From an optimization exercise on the open Yosys and OpenROAD flow, aimed at small area, a short achievable clock period and few clock cycles per item; shortcuts taken in it are not production practice.
In this exercise RTL edits were held to simulation tests only and were not proved equivalent to the original.
No activity file was given, so power comes from the tool's default toggle rates.

==> flow/design.v <==
package edf_pkg;
  localparam int unsigned NUM_SLOTS = 8;
  localparam int unsigned DATA_W    = 16;
  localparam int unsigned SLACK_W   = 17;
endpackage
module edf_sched_top
(
  input  logic        clk_i,
  input  logic        rst_ni,
  input  logic        req_valid_i,
  output logic        req_ready_o,
  input  logic        req_op_i,
  input  logic [2:0]  req_task_slot_i,
  input  logic [15:0] req_exec_time_i,
  input  logic [15:0] req_period_ticks_i,
  input  logic [15:0] req_rel_deadline_i,
  output logic        rsp_valid_o,
  input  logic        rsp_ready_i,
  output logic        rsp_cpu_busy_o,
  output logic [2:0]  rsp_running_slot_o,
  input  logic        cfg_we_i,
  input  logic [3:0]  cfg_wdata_i
);
  localparam int N = 8;
  function automatic logic slack_lt(input logic [16:0] a, input logic [16:0] b);
    logic [16:0] x, y;
    logic        lt, eq;
    x  = {~a[16], a[15:0]};
    y  = {~b[16], b[15:0]};
    lt = 1'b0;
    eq = 1'b1;
    for (int k = 16; k >= 0; k = k - 1) begin
      lt = lt | (eq & ~x[k] & y[k]);
      eq = eq & ~(x[k] ^ y[k]);
    end
    slack_lt = lt;
  endfunction
  function automatic logic [15:0] dec16(input logic [15:0] a);
    logic [15:0] y;
    y[0] = ~a[0];
    for (int k = 1; k < 16; k = k + 1) begin
      y[k] = a[k] ^ ~|(a & ((1 << k) - 1));
    end
    dec16 = y;
  endfunction
  function automatic logic [16:0] dec17(input logic [16:0] a);
    logic [16:0] y;
    y[0] = ~a[0];
    for (int k = 1; k < 17; k = k + 1) begin
      y[k] = a[k] ^ ~|(a & ((1 << k) - 1));
    end
    dec17 = y;
  endfunction
  function automatic logic [16:0] cdec17(input logic [16:0] a, input logic en);
    logic [16:0] y;
    y[0] = a[0] ^ en;
    for (int k = 1; k < 17; k = k + 1) begin
      y[k] = a[k] ^ (en & ~|(a & ((1 << k) - 1)));
    end
    cdec17 = y;
  endfunction
  logic        ready_q;
  logic        ready_o_q;      
  logic        tick_q;         
  logic [7:0]  upd_q;          
  logic [7:0]  rst_q;          
  logic [7:0]  ld_q;           
  logic [16:0] dm_q;           
  logic [15:0] per_q;          
  logic [7:0]  ld2_q;          
  logic signed [16:0] k1_r_q;  
  logic        p2_q;           
  logic [3:0]  tc_q;
  logic acc, acc_load, acc_tick;
  assign acc      = req_valid_i & ready_q;
  assign acc_load = acc & ~req_op_i;
  assign acc_tick = acc &  req_op_i;
  always_ff @(posedge clk_i) begin
    dm_q  <= dec17({1'b0, req_rel_deadline_i});
    per_q <= req_period_ticks_i;
  end
  logic tick;
  assign tick = tick_q;
  logic per_le1;
  assign per_le1 = (per_q[15:1] == 15'd0);
  always_ff @(posedge clk_i) begin
    k1_r_q <= $signed(dm_q - {1'b0, (per_le1 ? 16'd1 : per_q)} + 17'd2);
    p2_q   <= (per_q == 16'd2);
  end
  logic [15:0]        e_q  [N];
  logic [15:0]        d_q  [N];
  logic signed [16:0] k1_q [N];
  logic [N-1:0]       p1_q;    
  logic [15:0]        w_q  [N];
  logic signed [16:0] sm_q [N];
  logic [16:0]        x    [N];
  logic [N-1:0]       nz_q;    
  logic [N-1:0]       rel_q;   
  logic [N-1:0] active, elig, win;
  for (genvar i = 0; i < N; i++) begin : g_act
    assign active[i] = tc_q[3] | (tc_q[2:0] > 3'(i));
    assign elig[i]   = active[i] & nz_q[i];
  end
  logic [N-1:0] le_q [N];
  for (genvar i = 0; i < N; i++) begin : g_cmp_i
    for (genvar j = 0; j < N; j++) begin : g_cmp_j
      if (i < j) begin : g_lt
        always_ff @(posedge clk_i) le_q[i][j] <= ~slack_lt(x[j], x[i]);
      end else begin : g_ge
        assign le_q[i][j] = 1'b0;
      end
    end
  end
  for (genvar i = 0; i < N; i++) begin : g_win
    logic [N-1:0] beat;
    for (genvar j = 0; j < N; j++) begin : g_b
      if (j < i) begin : g_lo
        assign beat[j] = ~elig[j] | ~le_q[j][i];
      end else if (j > i) begin : g_hi
        assign beat[j] = ~elig[j] | le_q[i][j];
      end else begin : g_me
        assign beat[j] = elig[i];
      end
    end
    assign win[i] = &beat;
  end
  logic       busy;
  logic [2:0] slot;
  assign busy = |elig;
  assign slot = {win[4] | win[5] | win[6] | win[7],
                 win[2] | win[3] | win[6] | win[7],
                 win[1] | win[3] | win[5] | win[7]};
  for (genvar i = 0; i < N; i++) begin : g_slot
    logic wr, ld, upd, rst, rel_d;
    logic [15:0] w_dec;
    logic [16:0] sm_d;
    assign wr    = acc_load & (req_task_slot_i == 3'(i));
    assign ld    = ld_q[i];
    assign upd   = upd_q[i];
    assign rst   = rst_q[i];
    assign w_dec = dec16(w_q[i]);
    always_comb begin
      if (ld)       x[i] = dm_q;
      else if (rst) x[i] = {1'b0, d_q[i]};
      else          x[i] = sm_q[i];
    end
    assign sm_d = cdec17(x[i], upd);
    always_comb begin
      if (ld)                 rel_d = per_le1;
      else if (rst)           rel_d = p1_q[i];
      else if (upd && ld2_q[i]) rel_d = p2_q;
      else if (upd)           rel_d = (sm_q[i] == k1_q[i]);
      else                    rel_d = rel_q[i];
    end
    always_ff @(posedge clk_i) begin
      if (wr) begin
        e_q[i] <= req_exec_time_i;
        d_q[i] <= req_rel_deadline_i;
      end
      if (ld) begin
        p1_q[i] <= per_le1;
      end
      if (ld2_q[i]) begin
        k1_q[i] <= k1_r_q;
      end
      ld2_q[i] <= ld;
      sm_q[i]  <= sm_d;
      rel_q[i] <= rel_d;
      ld_q[i]  <= wr;
      upd_q[i] <= acc_tick & active[i];
      rst_q[i] <= acc_tick & active[i] & rel_d;
      if (ld || rst) begin
        w_q[i]  <= e_q[i];
        nz_q[i] <= (e_q[i] != 16'd0);
      end else if (upd && win[i]) begin
        w_q[i]  <= w_dec;
        nz_q[i] <= (w_q[i] != 16'd1);
      end
    end
  end
  logic [1:0] cnt_q, cnt_d;
  logic [3:0] m_q [3];
  logic       ov_q;
  logic       pop;
  logic [3:0] res;
  assign res   = {busy, slot};
  assign pop   = ov_q & rsp_ready_i;
  assign cnt_d = cnt_q + 2'(tick) - 2'(pop);
  always_ff @(posedge clk_i) begin
    for (int k = 0; k < 3; k++) begin
      if (pop) begin
        if (tick && (2'(k) == cnt_q - 2'd1)) m_q[k] <= res;
        else if (k < 2)                      m_q[k] <= m_q[k+1];
      end else if (tick && (2'(k) == cnt_q)) begin
        m_q[k] <= res;
      end
    end
  end
  always_ff @(posedge clk_i or negedge rst_ni) begin
    if (!rst_ni) begin
      ready_q <= 1'b1;
      ready_o_q <= 1'b1;
      tick_q  <= 1'b0;
      cnt_q   <= 2'd0;
      ov_q    <= 1'b0;
      tc_q    <= 4'd0;
    end else begin
      tick_q  <= acc_tick;
      cnt_q   <= cnt_d;
      ov_q    <= (cnt_d != 2'd0);
      ready_q <= ({1'b0, cnt_d} + {2'b0, acc_tick}) < 3'd3;
      ready_o_q <= ~(cnt_d[1] & (cnt_d[0] | acc_tick));
      if (cfg_we_i) tc_q <= cfg_wdata_i;
    end
  end
  assign req_ready_o        = ready_o_q;
  assign rsp_valid_o        = ov_q;
  assign rsp_cpu_busy_o     = m_q[0][3];
  assign rsp_running_slot_o = m_q[0][2:0];
endmodule
==> flow/config.mk <==
export PLATFORM = sky130hd
export DESIGN_NAME = edf_sched_top
export DESIGN_NICKNAME = edf_sched_top
export VERILOG_FILES = /design/flow/design.v
export SDC_FILE = /design/flow/constraint.sdc
export NUM_CORES = 4
export LEC_CHECK = 0
export CAP_MARGIN = 20
export CORE_MARGIN = 2
export CORE_UTILIZATION = 60
export CTS_BUF_LIST = sky130_fd_sc_hd__clkbuf_16
export CTS_CLUSTER_DIAMETER = 100
export CTS_CLUSTER_SIZE = 20
export SLEW_MARGIN = 20
export TNS_END_PERCENT = 100
==> flow/constraint.sdc <==
create_clock -name core_clock -period 10.0 [get_ports {clk_i}]
set_input_delay 2.0000 -clock core_clock [delete_from_list [all_inputs] [get_ports {clk_i}]]
set_output_delay 2.0000 -clock core_clock [all_outputs]
set_load 0.01 [all_outputs]
standard.sh (not shown) runs the stock make flow with config.mk's settings and CLKGATE_MAP_FILE= SYNTH_SCRIPT=/design/flow/synth_recipe.tcl, a recipe that flattens the netlist after the stock synthesis.
==> flow/flow/run.sh <==
#!/bin/bash
# Standard ORFS layout, with timing repair aiming for 6.5 ns of setup slack.
set -euo pipefail
bash standard.sh SETUP_SLACK_MARGIN=6.5 finish > standard_flow.log 2>&1
Testbench counts at the start, summed over its fixed seeds: cycles 9,728, ticks 8,624.
Edit:
==> flow/flow/run.sh (replaced) <==
#!/bin/bash
# Standard ORFS layout, with timing repair aiming for 7 ns of setup slack.
set -euo pipefail
bash standard.sh SETUP_SLACK_MARGIN=7 finish > standard_flow.log 2>&1
ABC_AREA = 1   (was not set)
CORE_UTILIZATION = 50   (was 60)
Via count is higher by roughly a tenth; synthesized area rose by a few percent; sequential power goes down by a few percent; total power rose slightly.
Edit:
==> flow/flow/run.sh (replaced) <==
#!/bin/bash
# Standard ORFS layout, with timing repair aiming for 6.75 ns of setup slack.
set -euo pipefail
bash standard.sh SETUP_SLACK_MARGIN=6.75 finish > standard_flow.log 2>&1
ABC_AREA = not set   (was 1)
CAP_MARGIN = 10   (was 20)
SLEW_MARGIN = 10   (was 20)
Total power increases by 3.1%.
Setup slack loses 0.11 ns.
Clock-buffer cell count does not change.
Utilization increases by 1.6 points.
Final area stays flat.
Combinational power increases by 2.6%.
Sequential power increases by 4.9%.
Routed wire length decreases by 0.86%.
Via count decreases by 8.7%.
Synthesized cell count decreases by 22%.

[separate check: timing with driven ports]
Ports are ideal in the flow. The routed layouts listed here were re-timed in OpenROAD.
Step 1 assumes that a clkbuf_16 drives the clock port and a buf_2 every other input.
Step 2 moves the port delays by t, midway between the first and last clock arrival at a register: inputs arrive t later, outputs are due t later. That takes back most of the time a late clock gives input paths.
Three values: ideal, step 1, step 2; two values: the first two.
run | t, ns | slack for setup (ns) | hold slack, ns | cell pins on the clock port's net
the first run | 0.725 | 6.342 / 6.342 / 5.827 | 0.462 / 0.462 / 0.462 | 1
the second run | 0.696 | 6.672 / 6.687 / 5.991 | 0.456 / 0.456 / 0.456 | 1
the third run | 0.711 | 6.562 / 6.562 / 6.110 | 0.432 / 0.432 / 0.432 | 1
After both steps every run listed still meets setup and hold. The setup slack of the second run, which loses most, moves by +0.015 ns with the drivers and by -0.681 ns with both steps.
